Context: an optimization exercise on an open-source flow, tuned for small area and a short achievable clock period. The choices shown serve that exercise and are no tape-out recipe.
Power figures rest on the tool's default switching activity, not on a simulated workload.

==> inputs of run a <==
==> flow/design.v <==
package rv_isa_pkg;
    localparam int XLEN       = 32;
    localparam int REG_ADDR_W = 5;
    localparam int SHAMT_W    = 5;
    localparam int ALT_BIT    = 30;
    typedef logic [XLEN-1:0]       word_t;
    typedef logic [REG_ADDR_W-1:0] reg_addr_t;
    typedef logic [31:0]           inst_t;
    typedef logic [2:0]            funct3_t;
    typedef enum logic [6:0] {
        OP_IMM = 7'b0010011,   
        OP     = 7'b0110011,   
        LOAD   = 7'b0000011,
        STORE  = 7'b0100011,
        BRANCH = 7'b1100011,
        JAL    = 7'b1101111,
        JALR   = 7'b1100111,
        LUI    = 7'b0110111,
        AUIPC  = 7'b0010111
    } opcode_e;
    typedef enum logic [2:0] {
        ADD_SUB = 3'b000,
        SLL     = 3'b001,
        SLT     = 3'b010,
        SLTU    = 3'b011,
        XOR     = 3'b100,
        SR      = 3'b101,   
        OR      = 3'b110,
        AND     = 3'b111
    } funct3_alu_e;
    typedef enum logic [2:0] {
        BEQ  = 3'b000,
        BNE  = 3'b001,
        BLT  = 3'b100,
        BGE  = 3'b101,
        BLTU = 3'b110,
        BGEU = 3'b111
    } funct3_br_e;
endpackage
package ex_pkg;
    typedef enum logic [3:0] {
        ALU_ADD,
        ALU_SUB,
        ALU_SLL,
        ALU_SLT,
        ALU_SLTU,
        ALU_XOR,
        ALU_SRL,
        ALU_SRA,
        ALU_OR,
        ALU_AND
    } alu_op_e;
    typedef enum logic [2:0] {
        CLS_NONE,     
        CLS_ALU,      
        CLS_LOAD,
        CLS_STORE,
        CLS_BRANCH,
        CLS_JUMP      
    } inst_class_e;
endpackage
module ex_stage (
    input  logic        clk,
    input  logic        rst_i,
    input  logic [31:0] inst_i,
    input  logic [31:0] pc_i,
    input  logic [31:0] rs1_data_i,
    input  logic [31:0] rs2_data_i,
    input  logic        reg_w_en_i,
    input  logic [4:0]  reg_w_addr_i,
    output logic        reg_w_en_o,
    output logic [4:0]  reg_w_addr_o,
    output logic [31:0] reg_w_data_o,
    output logic        mem_r_en_o,
    output logic        mem_w_en_o,
    output logic [31:0] mem_addr_o,
    output logic [31:0] mem_w_data_o,
    output logic [2:0]  mem_funct3_o,
    output logic        jump_flag_o,
    output logic [31:0] jump_addr_o
);
    logic [6:0] opc;
    logic [2:0] f3;
    logic       alt;
    logic       is_opimm, is_op, is_load, is_store, is_branch;
    logic       is_jal, is_jalr, is_lui, is_auipc, is_alu;
    assign opc = inst_i[6:0];
    assign f3  = inst_i[14:12];
    assign alt = inst_i[30];
    assign is_opimm  = opc == 7'b0010011;
    assign is_op     = opc == 7'b0110011;
    assign is_load   = opc == 7'b0000011;
    assign is_store  = opc == 7'b0100011;
    assign is_branch = opc == 7'b1100011;
    assign is_jal    = opc == 7'b1101111;
    assign is_jalr   = opc == 7'b1100111;
    assign is_lui    = opc == 7'b0110111;
    assign is_auipc  = opc == 7'b0010111;
    assign is_alu    = is_op | is_opimm;
    logic        s31;
    logic [31:0] imm_i, imm_s, imm_u;
    assign s31   = inst_i[31];
    assign imm_i = {{20{s31}}, inst_i[31:20]};
    assign imm_s = {{20{s31}}, inst_i[31:25], inst_i[11:7]};
    assign imm_u = {inst_i[31:12], 12'b0};
    logic [31:0] a_b, a_bx, a_sum;
    logic        use_rs2, use_s, a_inv, a_cout;
    assign use_rs2 = inst_i[5] & (inst_i[4] | inst_i[6]) & ~inst_i[2];
    assign use_s   = inst_i[5] & ~inst_i[4] & ~inst_i[6];
    always_comb begin
        if (use_rs2)    a_b = rs2_data_i;
        else if (use_s) a_b = imm_s;
        else            a_b = imm_i;
    end
    assign a_inv = (inst_i[6] & ~inst_i[2]) |
                   (~inst_i[6] & inst_i[4] & ((f3[2:1] == 2'b01) | (inst_i[5] & (f3 == 3'b000) & alt)));
    assign a_bx  = a_b ^ {32{a_inv}};
    assign {a_cout, a_sum} = {1'b0, rs1_data_i} + {1'b0, a_bx} + {32'd0, a_inv};
    logic lt_u, lt_s, eq;
    assign lt_u = ~a_cout;
    assign lt_s = (rs1_data_i[31] ^ a_b[31]) ? rs1_data_i[31] : a_sum[31];
    assign eq   = rs1_data_i == rs2_data_i;
    logic cond;
    always_comb begin
        case (f3[2:1])
            2'b00:   cond = eq ^ f3[0];
            2'b10:   cond = lt_s ^ f3[0];
            2'b11:   cond = lt_u ^ f3[0];
            default: cond = 1'b0;
        endcase
    end
    logic [31:0] b_off, b_sum, link;
    always_comb begin
        if (inst_i[3])      b_off = {{12{s31}}, inst_i[19:12], inst_i[20], inst_i[30:21], 1'b0};
        else if (inst_i[2]) b_off = imm_u;
        else                b_off = {{20{s31}}, inst_i[7], inst_i[30:25], inst_i[11:8], 1'b0};
    end
    assign b_sum = pc_i + b_off;
    assign link  = {pc_i[31:2] + 30'd1, pc_i[1:0]};
    logic [4:0]  shamt;
    logic [31:0] sh_in, sh_out, sh_rev;
    logic        sll, fill;
    assign shamt = is_op ? rs2_data_i[4:0] : inst_i[24:20];
    assign sll   = ~f3[2];
    assign fill  = f3[2] & alt & rs1_data_i[31];
    always_comb begin
        for (int k = 0; k < 32; k++) sh_in[k] = sll ? rs1_data_i[31-k] : rs1_data_i[k];
    end
    assign sh_out = 32'($signed({fill, sh_in}) >>> shamt);
    always_comb begin
        for (int k = 0; k < 32; k++) sh_rev[k] = sh_out[31-k];
    end
    logic [31:0] logic_res, alu_res, wb;
    always_comb begin
        case (f3[1:0])
            2'b00:   logic_res = rs1_data_i ^ a_b;
            2'b10:   logic_res = rs1_data_i | a_b;
            default: logic_res = rs1_data_i & a_b;
        endcase
    end
    always_comb begin
        case (f3)
            3'b000:  alu_res = a_sum;
            3'b001:  alu_res = sh_rev;
            3'b010:  alu_res = {31'd0, lt_s};
            3'b011:  alu_res = {31'd0, lt_u};
            3'b101:  alu_res = sh_out;
            default: alu_res = logic_res;
        endcase
    end
    always_comb begin
        if (is_alu)                  wb = alu_res;
        else if (is_jal | is_jalr)   wb = link;
        else if (is_auipc)           wb = b_sum;
        else if (is_lui)             wb = imm_u;
        else                         wb = '0;
    end
    always_ff @(posedge clk) begin
        if (rst_i) begin
            reg_w_en_o   <= 1'b0;
            reg_w_addr_o <= '0;
            reg_w_data_o <= '0;
            mem_r_en_o   <= 1'b0;
            mem_w_en_o   <= 1'b0;
            mem_addr_o   <= '0;
            mem_w_data_o <= '0;
            mem_funct3_o <= '0;
            jump_flag_o  <= 1'b0;
            jump_addr_o  <= '0;
        end else begin
            reg_w_en_o   <= reg_w_en_i;
            reg_w_addr_o <= reg_w_addr_i;
            reg_w_data_o <= wb;
            mem_r_en_o   <= is_load;
            mem_w_en_o   <= is_store;
            mem_addr_o   <= (is_load | is_store) ? a_sum : '0;
            mem_w_data_o <= is_store ? rs2_data_i : '0;
            mem_funct3_o <= f3;
            jump_flag_o  <= (is_branch & cond) | is_jal | is_jalr;
            jump_addr_o  <= is_jalr ? a_sum : ((is_branch | is_jal) ? b_sum : '0);
        end
    end
endmodule
==> flow/run.sh <==
#!/bin/bash
# synth_recipe.tcl (not shown) runs the flow's synth.tcl, then flattens the netlist and writes it again
# the make line also repeats each setting of config.mk as NAME=value (left out here)
make -C /OpenROAD-flow-scripts/flow DESIGN_CONFIG=/design/flow/config.mk WORK_HOME=/design/flow/orfs CLKGATE_MAP_FILE= SYNTH_SCRIPT=/design/flow/synth_recipe.tcl finish
==> flow/config.mk <==
export PLATFORM = sky130hd
export DESIGN_NAME = ex_stage
export DESIGN_NICKNAME = ex_stage
export VERILOG_FILES = /design/flow/design.v
export SDC_FILE = /design/flow/constraint.sdc
export NUM_CORES = 4
export LEC_CHECK = 0
export CAP_MARGIN = 20
export CORE_MARGIN = 2
export CORE_UTILIZATION = 30
export PLACE_DENSITY = 0.45
export SETUP_SLACK_MARGIN = 2.5
export SLEW_MARGIN = 20
==> flow/constraint.sdc <==
create_clock -name core_clock -period 7.0 [get_ports {clk}]
set_input_delay 1.4000 -clock core_clock [delete_from_list [all_inputs] [get_ports {clk}]]
set_output_delay 1.4000 -clock core_clock [all_outputs]
set_load 0.01 [all_outputs]
==> run b (differences from run a) <==
SETUP_SLACK_MARGIN = default   (was 2.5)
==> results.txt <==
hpwl dp: 74.46 mm
Worst EP required: 7.37 ns
GPL Wtd Cong: 1.027
top routing layer in use: met5
gr usage total: 34.28%
setup bufs post-CTS: 0
status: finished clean
largest net degree at the start of global routing: 115
metal3 WL: 9.078 mm
hold_ws: 1.460 ns
static leakage: 7.992 nW
most frequent cells in the layout: clkdlybuf4s50_1, nor2_1, a21oi_1
share of layout cells above drive strength 1: 8.896%
The numbers above come from run b.

==> results.txt <==
status: finished clean
setup bufs post-CTS: 75
static leakage: 9.050 nW
largest net degree at the start of global routing: 66
metal3 WL: 9.949 mm
top routing layer in use: met4
gr usage total: 36.32%
GPL Wtd Cong: 1.014
hold_ws: 1.291 ns
hpwl dp: 76.47 mm
The numbers above come from run a.

Function was not checked in any run of this note: the RTL went through the layout flow alone.

-- port drivers added, routing unchanged --
No port has a modelled driver above. Below, the same layouts with a new extraction and two added sets of constraints.
Step 1 (the two cells are an assumption about what drives the block):
set clk [get_ports {clk}]
set_driving_cell -lib_cell sky130_fd_sc_hd__clkbuf_16 $clk
set_driving_cell -lib_cell sky130_fd_sc_hd__buf_2 [delete_from_list [all_inputs] $clk]
Step 2 moves the port delays by t, midway between the first and last clock arrival at a register: inputs arrive t later, outputs are due t later. That takes back most of the time a late clock gives input paths.
a / b / c = ideal ports / drivers / drivers and shift; a / b = the first two.
run	t (ns)	slack for setup (ns)	worst register clock-pin slew, ns
run a	0.544	2.298 / 2.311 / 1.767	0.08 / 0.08
run b	0.544	0.835 / 0.835 / 0.291	0.08 / 0.08
After both steps every run listed still meets setup and hold. For run b, which loses most, drivers alone change the setup slack by 0.000 ns; drivers and shift together by -0.544 ns.
